This design comes from an exercise in tuning for small area, a short achievable clock period and few clock cycles on the open sky130 flow, not from production work. In this exercise RTL edits were held to simulation tests only and were not proved equivalent to the original. Power is estimated from default activity; no workload was simulated.

build 72:
## dcache_controller
module dcache_controller (
   input  logic         CLK,
   input  logic         RESET_N,
   input  logic         CPU_READ,
   input  logic         CPU_WRITE,
   input  logic [31:0]  CPU_ADDRESS,
   input  logic [31:0]  CPU_WRITEDATA,
   output logic [31:0]  CPU_READDATA,
   output logic         CPU_BUSYWAIT,
   output logic         MEM_READ,
   output logic         MEM_WRITE,
   output logic [27:0]  MEM_ADDRESS,
   output logic [127:0] MEM_WRITEDATA,
   input  logic [127:0] MEM_READDATA,
   input  logic         MEM_BUSYWAIT
);
For scale: about 3,000 cells after synthesis, about 1,200 flip-flops, about 390 I/O pins, ~53,000 µm² of cells after synthesis.
Settings: LEC_CHECK=0, CAP_MARGIN=20, CORE_MARGIN=2, CORE_UTILIZATION=55, PLACE_DENSITY=0.65, SETUP_SLACK_MARGIN=3.4, SLEW_MARGIN=20, TNS_END_PERCENT=30; clock period 9.0 ns.
standard.sh (not shown) runs the stock make flow with config.mk's settings and CLKGATE_MAP_FILE= SYNTH_SCRIPT=/design/flow/synth_recipe.tcl, a recipe that flattens the netlist after the stock synthesis.
==> flow/flow/run.sh <==
#!/bin/bash
# Standard layout, with plain buffers on the ports (instead of delay cells), resizing free to
# change a cell's footprint, and a clock tree of fewer, smaller buffers without dummy loads.
# Every tool's output goes to a log file in this folder.
set -euo pipefail
export BUFFER_PORTS_ARGS="-buffer_cell sky130_fd_sc_hd__buf_1"
export CTS_ARGS="-sink_clustering_enable -repair_clock_nets -dont_use_dummy_load -root_buf sky130_fd_sc_hd__clkbuf_16 -buf_list {sky130_fd_sc_hd__clkbuf_8} -sink_clustering_size 16 -sink_clustering_max_diameter 60"
bash standard.sh MATCH_CELL_FOOTPRINT=0 finish > standard.log 2>&1
Build 72 closes out successfully: all stages finished, all timing, DRC and antenna checks passed.
Testbench counts of build 72, summed over its fixed seeds: cycles 72,898.
Here is what was changed in the inputs of build 53 compared with build 72.
Settings: TNS_END_PERCENT: 30 -> unset; SETUP_SLACK_MARGIN: 3.4 -> 3.5; CORE_UTILIZATION: 55 -> 50; PLACE_DENSITY: 0.65 -> 0.6.
==> flow/run.sh (new file) <==
#!/bin/bash
# synth_recipe.tcl (not shown) runs the flow's synth.tcl, then flattens the netlist and writes it again
# the make line also repeats each setting of config.mk as NAME=value (left out here)
make -C /OpenROAD-flow-scripts/flow DESIGN_CONFIG=/design/flow/config.mk WORK_HOME=/design/flow/orfs CLKGATE_MAP_FILE= SYNTH_SCRIPT=/design/flow/synth_recipe.tcl finish
removed: flow/flow/run.sh
removed: flow/standard.sh
### Flow results
No stage failed in build 53, and the final checks on the layout all came back clean. Looking at footprint of the multi-input gates, build 53 sits 6.8% above build 72. Going from build 72 to build 53, total length of routed wires rose 2800 µm, fraction of power consumed by the clock network higher, smallest setup slack after layout increased 83 ps. Diff build 72 -> build 53: maximum frequency has increased, final core area utilization has increased. Diff build 72 and build 53: remaining max-slew budget at the tightest pin higher in build 53. Diff build 72 -> build 53 | non-filler instance count after layout | increase of about 7%. Of build 72 and build 53, the run reporting the lower design area was build 72. Build 53 vs build 72 — wire length the detailed router placed on met1 rose about 11%. Final period demand of the worst path ends up lower on build 53. Looking at start point of the critical path, the CPU_ADDRESS[22] result is from build 72; the CPU_ADDRESS[19] one comes from build 53.
### build 53 -> build 17
==> flow/flow/run.sh (new file) <==
#!/bin/bash
# Standard layout, with plain buffers on the ports (instead of delay cells), resizing free to
# change a cell's footprint, and a clock tree of smaller buffers without dummy loads.
# Every tool's output goes to a log file in this folder.
set -euo pipefail
export BUFFER_PORTS_ARGS="-buffer_cell sky130_fd_sc_hd__buf_2"
export CTS_ARGS="-sink_clustering_enable -repair_clock_nets -dont_use_dummy_load -root_buf sky130_fd_sc_hd__clkbuf_16 -buf_list {sky130_fd_sc_hd__clkbuf_4 sky130_fd_sc_hd__clkbuf_8}"
bash standard.sh MATCH_CELL_FOOTPRINT=0 finish > standard.log 2>&1
==> flow/standard.sh (new file) <==
#!/bin/bash
# synth_recipe.tcl (not shown) runs the flow's synth.tcl, then flattens the netlist and writes it again
# the make line also repeats each setting of config.mk as NAME=value (left out here)
make -C /OpenROAD-flow-scripts/flow DESIGN_CONFIG=/design/flow/config.mk WORK_HOME=/design/flow/orfs CLKGATE_MAP_FILE= SYNTH_SCRIPT=/design/flow/synth_recipe.tcl "${@:-finish}"
removed: flow/run.sh
[summary]
Side by side, hold slack turned out higher in build 17 than in build 53. STATUS setup slack: build 17 wins against build 53. Build 17 vs build 53, layout overhead on the synthesized area went down by 7.4 points. Post-layout instance count excluding filler cells was lower in the run labelled build 17. Final period demand of the worst path (build 17 over build 53): decrease, 13 ps. Build 17 packs its core more loosely than build 53. From build 17 to build 53, number of maximum-capacitance constraint violations did not move at all. Power: build 17 draws less than build 53. Comparing the two runs side by side, build 17 comes out ahead of build 53 on headroom to the max-slew limit.
## Diff of input files: build 77 against build 17
Settings: changing SETUP_SLACK_MARGIN from 3.5 to 3.4; changing PLACE_DENSITY from 0.6 to 0.75; changing CORE_UTILIZATION from 50 to 65; setting TNS_END_PERCENT to 30 for the first time.
==> flow/flow/run.sh <==
#!/bin/bash
# Standard layout, with plain buffers on the ports (instead of delay cells), resizing free to
# change a cell's footprint, and a clock tree of fewer, smaller buffers without dummy loads.
# Every tool's output goes to a log file in this folder.
set -euo pipefail
export BUFFER_PORTS_ARGS="-buffer_cell sky130_fd_sc_hd__buf_1"
export CTS_ARGS="-sink_clustering_enable -repair_clock_nets -dont_use_dummy_load -root_buf sky130_fd_sc_hd__clkbuf_16 -buf_list {sky130_fd_sc_hd__clkbuf_8} -sink_clustering_size 16 -sink_clustering_max_diameter 60"
bash standard.sh MATCH_CELL_FOOTPRINT=0 finish > standard.log 2>&1
Results
- Diff build 17 -> build 77: worst setup slack -79 ps, final cycle utilization of the critical path picked up an extra 0.87 points, number of antenna repair diodes climbed 2.
- Build 77 vs build 17, non-clock buffer count went down by 12%.

## afterwards: timing with drivers on the ports
The results above use ideal ports. As a check the final layouts listed here were re-extracted and re-timed, cells and wires unchanged.
Step 1, drivers: a clkbuf_16 drives CLK and a buf_2 each remaining input, both assumed.
Step 2 moves the port delays by t, midway between the first and last clock arrival at a register: inputs arrive t later, outputs are due t later. That takes back most of the time a late clock gives input paths.
a / b / c = ideal ports / drivers / drivers and shift; a / b = the first two.
run	shift t [ns]	setup WS [ns]	clock arrival spread, ns	slew at the worst register clock pin (ns)
build 72	0.721	3.187 / 2.848 / 2.356	0.050 / 0.050	0.11 / 0.11
build 53	0.809	3.270 / 2.842 / 2.397	0.023 / 0.022	0.07 / 0.07
build 17	0.791	3.283 / 2.872 / 2.543	0.086 / 0.086	0.07 / 0.07
build 77	0.693	3.204 / 2.933 / 2.328	0.057 / 0.056	0.11 / 0.11
After both steps every run listed still meets setup and hold. For build 77, which loses most, drivers alone change the setup slack by -0.271 ns; drivers and shift together by -0.876 ns.
